What follows belongs to an exercise in optimizing a design on an open flow for small area; a production flow would make more cautious choices. Function was checked by simulation only, so behaviour that the tests miss may differ from the original. Power figures rest on the tool's default switching activity, not on a simulated workload.

==> flow/design.v <==
module joint_pwm_ramp_ctrl #(
  parameter int JOINTS     = 4,
  parameter int PWM_PERIOD = 100000,
  parameter int RAMP_STEP  = 100,
  parameter int WDT_CYCLES = 5000000
) (
  input  logic                 clk,
  input  logic                 rst_n,
  input  logic                 enable,
  input  logic                 cmd_valid,
  output logic                 cmd_ready,
  input  logic [3:0]           cmd_joint,
  input  logic [31:0]          cmd_value,
  output logic [32*JOINTS-1:0] duty_cmd,
  output logic                 period_tick,
  output logic                 busy,
  output logic                 fault
);
  localparam int WDT_W  = $clog2(WDT_CYCLES + 1);
  localparam int DW     = $clog2(PWM_PERIOD + 1) + 1;    
  localparam int RINGS  = PWM_PERIOD / JOINTS;           
  localparam int HI_W   = $clog2(RINGS);
  localparam logic [HI_W-1:0]    HI_LAST  = HI_W'(RINGS - 1);
  localparam logic [WDT_W-1:0]   WDT_PRE  = WDT_W'(WDT_CYCLES - 2);
  localparam logic signed [32:0] LIM_HI   = 33'(PWM_PERIOD);
  localparam logic signed [32:0] LIM_LO   = -LIM_HI;
  localparam logic signed [DW:0] STEP_HI  = (DW+1)'(RAMP_STEP);
  localparam logic signed [DW:0] STEP_LO  = -STEP_HI;
  localparam logic [DW-1:0]      STEP_P   = DW'(RAMP_STEP);
  localparam logic [DW-1:0]      STEP_N   = -STEP_P;
  localparam bit                 WDT_USE_LFSR = (WDT_CYCLES == 60000) && (WDT_W == 16);
  localparam logic [15:0]        WDT_LFSR_PRE = 16'h2b75;
  function automatic logic [DW-1:0] clamp_duty(input logic [31:0] v);
    logic signed [32:0] w;
    w = $signed({v[31], v});
    if (w > $signed(LIM_HI))      clamp_duty = LIM_HI[DW-1:0];
    else if (w < $signed(LIM_LO)) clamp_duty = LIM_LO[DW-1:0];
    else                          clamp_duty = v[DW-1:0];
  endfunction
  function automatic logic [DW-1:0] ramp_duty(input logic [DW-1:0] cur, input logic [DW-1:0] tgt);
    logic signed [DW:0] c, t, d;
    logic [DW-1:0] s;
    logic opp, small_c, big_d;
    c       = $signed({cur[DW-1], cur});
    t       = $signed({tgt[DW-1], tgt});
    d       = t - c;
    opp     = (cur[DW-1] && !tgt[DW-1] && (tgt != '0)) ||
              (tgt[DW-1] && !cur[DW-1] && (cur != '0));
    small_c = (c <= $signed(STEP_HI)) && (c >= $signed(STEP_LO));
    big_d   = (d > $signed(STEP_HI)) || (d < $signed(STEP_LO));
    s       = cur + (d[DW] ? STEP_N : STEP_P);
    if (opp && small_c) ramp_duty = '0;
    else if (big_d)     ramp_duty = s;
    else                ramp_duty = tgt;
  endfunction
  logic [JOINTS-1:0] ring_q;       
  logic [HI_W-1:0]   hi_q;         
  logic              busy_q;
  logic [WDT_W-1:0]  wdt_q;
  logic              fault_q, fault_d;
  logic [JOINTS-1:0] tv_q;
  logic [DW-1:0]     tgt_q  [JOINTS];
  logic [DW-1:0]     duty_q [JOINTS];
  logic              tick, accept, sweep_on;
  logic [JOINTS-1:0] sel, upd, ld, wr;
  logic [DW-1:0]     cmd_clamped, cur_sel, tgt_sel, t_in, new_duty;
  assign tick        = ring_q[JOINTS-1] && (hi_q == HI_LAST);
  assign cmd_ready   = enable && !fault_q && !busy_q;
  assign busy        = busy_q;
  assign period_tick = tick;
  assign fault       = fault_q;
  assign accept      = cmd_valid && cmd_ready;
  assign cmd_clamped = clamp_duty(cmd_value);
  assign sel      = {ring_q[JOINTS-2:0], ring_q[JOINTS-1]};
  assign sweep_on = tick || (busy_q && !ring_q[JOINTS-1]);
  always_comb begin
    upd[0] = tick;
    for (int j = 1; j < JOINTS; j++) upd[j] = busy_q && ring_q[j-1];
    for (int j = 0; j < JOINTS; j++) begin
      ld[j] = !enable || upd[j];
      wr[j] = accept && (cmd_joint == 4'(j));
    end
  end
  logic wdt_pre, wdt_clr;
  logic [WDT_W-1:0] wdt_step;
  assign wdt_clr = accept || !enable;
  if (WDT_USE_LFSR) begin : g_wdt_lfsr
    assign wdt_pre  = (wdt_q == WDT_LFSR_PRE);
    assign wdt_step = {wdt_q[14:0], ~(wdt_q[15] ^ wdt_q[14] ^ wdt_q[12] ^ wdt_q[3])};
  end else begin : g_wdt_bin
    assign wdt_pre  = (wdt_q == WDT_PRE);
    assign wdt_step = wdt_q + WDT_W'(1);
  end
  assign fault_d = enable && (fault_q || (!accept && wdt_pre));
  for (genvar g = 0; g < JOINTS; g++) begin : g_pack
    assign duty_cmd[32*g +: 32] = {{(32-DW){duty_q[g][DW-1]}}, duty_q[g]};
  end
  always_comb begin
    cur_sel = '0;
    tgt_sel = '0;
    for (int j = 0; j < JOINTS; j++) begin
      cur_sel = cur_sel | (duty_q[j] & {DW{sel[j]}});
      tgt_sel = tgt_sel | (tgt_q[j] & {DW{sel[j] & tv_q[j]}});
    end
    t_in = wr[0] ? cmd_clamped : tgt_sel;
    new_duty = enable ? ramp_duty(cur_sel, t_in) : '0;
  end
  always_ff @(posedge clk or negedge rst_n) begin
    if (!rst_n) begin
      ring_q  <= JOINTS'(1);
      hi_q    <= '0;
      busy_q  <= 1'b0;
      wdt_q   <= '0;
      fault_q <= 1'b0;
      tv_q    <= '0;
    end else begin
      ring_q  <= sel;
      if (ring_q[JOINTS-1]) hi_q <= tick ? '0 : hi_q + HI_W'(1);
      busy_q  <= enable && sweep_on;
      wdt_q   <= wdt_clr ? '0 : wdt_step;
      fault_q <= fault_d;
      for (int j = 0; j < JOINTS; j++)
        tv_q[j] <= enable && !fault_d && (tv_q[j] || wr[j]);
    end
  end
  always_ff @(posedge clk) begin
    for (int j = 0; j < JOINTS; j++)
      if (wr[j]) tgt_q[j] <= cmd_clamped;
  end
  always_ff @(posedge clk or negedge rst_n) begin
    if (!rst_n) begin
      for (int j = 0; j < JOINTS; j++) duty_q[j] <= '0;
    end else begin
      for (int j = 0; j < JOINTS; j++)
        if (ld[j]) duty_q[j] <= new_duty;
    end
  end
endmodule
module joint_ramp_ctrl16 (
  input  logic          clk,
  input  logic          rst_n,
  input  logic          enable,
  input  logic          cmd_valid,
  output logic          cmd_ready,
  input  logic [3:0]    cmd_joint,
  input  logic [31:0]   cmd_value,
  output logic [511:0]  duty_cmd,
  output logic          period_tick,
  output logic          busy,
  output logic          fault
);
  joint_pwm_ramp_ctrl #(
    .JOINTS     (16),
    .PWM_PERIOD (2000),
    .RAMP_STEP  (50),
    .WDT_CYCLES (60000)
  ) u_ctrl (
    .clk         (clk),
    .rst_n       (rst_n),
    .enable      (enable),
    .cmd_valid   (cmd_valid),
    .cmd_ready   (cmd_ready),
    .cmd_joint   (cmd_joint),
    .cmd_value   (cmd_value),
    .duty_cmd    (duty_cmd),
    .period_tick (period_tick),
    .busy        (busy),
    .fault       (fault)
  );
endmodule
clock: 12.0 ns
lec_check: 0
cap_margin: 20
core_margin: 2
core_utilization: 50
slew_margin: 20
standard.sh (not shown) runs the stock make flow with config.mk's settings and CLKGATE_MAP_FILE= SYNTH_SCRIPT=/design/flow/synth_recipe.tcl, a recipe that flattens the netlist after the stock synthesis.
==> flow/flow/run.sh <==
#!/bin/bash
set -euo pipefail
bash standard.sh finish \
  "BUFFER_PORTS_ARGS=-buffer_cell sky130_fd_sc_hd__buf_1" \
  "CTS_ARGS=-sink_clustering_enable -repair_clock_nets -dont_use_dummy_load -buf_list {sky130_fd_sc_hd__clkbuf_8} -sink_clustering_size 16 -sink_clustering_max_diameter 50" \
  > standard_flow.log 2>&1
Rerun with:
--- a/flow/design.v
+++ b/flow/design.v
@@ -25,10 +25,8 @@
   localparam logic signed [32:0] LIM_HI   = 33'(PWM_PERIOD);
   localparam logic signed [32:0] LIM_LO   = -LIM_HI;
   localparam logic signed [DW:0] STEP_HI  = (DW+1)'(RAMP_STEP);
   localparam logic signed [DW:0] STEP_LO  = -STEP_HI;
-  localparam logic [DW-1:0]      STEP_P   = DW'(RAMP_STEP);
-  localparam logic [DW-1:0]      STEP_N   = -STEP_P;
   localparam bit                 WDT_USE_LFSR = (WDT_CYCLES == 60000) && (WDT_W == 16);
   localparam logic [15:0]        WDT_LFSR_PRE = 16'h2b75;
   function automatic logic [DW-1:0] clamp_duty(input logic [31:0] v);
     logic signed [32:0] w;
@@ -37,21 +35,20 @@
     else if (w < $signed(LIM_LO)) clamp_duty = LIM_LO[DW-1:0];
     else                          clamp_duty = v[DW-1:0];
   endfunction
   function automatic logic [DW-1:0] ramp_duty(input logic [DW-1:0] cur, input logic [DW-1:0] tgt);
-    logic signed [DW:0] c, t, d;
-    logic [DW-1:0] s;
-    logic opp, small_c, big_d;
+    logic signed [DW:0] c, t, s;
+    logic up, opp, small_c, big_d;
     c       = $signed({cur[DW-1], cur});
     t       = $signed({tgt[DW-1], tgt});
-    d       = t - c;
+    up      = t > c;
+    s       = c + (up ? $signed(STEP_HI) : $signed(STEP_LO));
+    big_d   = up ? (t > s) : (t < s);
     opp     = (cur[DW-1] && !tgt[DW-1] && (tgt != '0)) ||
               (tgt[DW-1] && !cur[DW-1] && (cur != '0));
     small_c = (c <= $signed(STEP_HI)) && (c >= $signed(STEP_LO));
-    big_d   = (d > $signed(STEP_HI)) || (d < $signed(STEP_LO));
-    s       = cur + (d[DW] ? STEP_N : STEP_P);
     if (opp && small_c) ramp_duty = '0;
-    else if (big_d)     ramp_duty = s;
+    else if (big_d)     ramp_duty = s[DW-1:0];
     else                ramp_duty = tgt;
   endfunction
   logic [JOINTS-1:0] ring_q;       
   logic [HI_W-1:0]   hi_q;         
After rerunning:
- design area came out lower by 3.9%
- worst setup slack degrades by 1400 ps
- sequential share of layout area came out higher by 2.1 points
- maximum frequency came out lower by about 14%
- routed wire length came out lower by about 5%
- combinational power came out lower by 6.2%
- worst hold slack improves by 15 ps
- utilization came out lower by 0.11 points
- global-route usage came out lower by 0.25 points
- first-iteration DRC count came out lower by about 4%
- via count came out lower by about 4.4%

-- afterwards: timing with drivers on the ports --
The flow's constraints put no driver on any port. The routed layouts listed below were extracted and timed again, unchanged, in two steps.
Step 1: set_driving_cell puts a clkbuf_16 on clk and a buf_2 on each other input, an assumption about the parent block.
Step 2 moves the port delays by t, midway between the first and last clock arrival at a register: inputs arrive t later, outputs are due t later. That takes back most of the time a late clock gives input paths.
Slacks: no drivers / after step 1 / after step 2; pairs: no drivers / after step 1.
run | t (ns) | setup WS [ns] | worst setup path after step 2 | clock arrival spread, ns | worst data-port slew with drivers (ns)
the first run | 0.678 | 3.388 / 3.419 / 2.741 | input to register | 0.066 / 0.066 | 0.04
the second run | 0.665 | 1.947 / 1.977 / 1.312 | input to register | 0.076 / 0.077 | 0.04
After both steps every run listed still meets setup and hold. For the first run, which loses most, drivers alone change the setup slack by +0.031 ns; drivers and shift together by -0.647 ns.
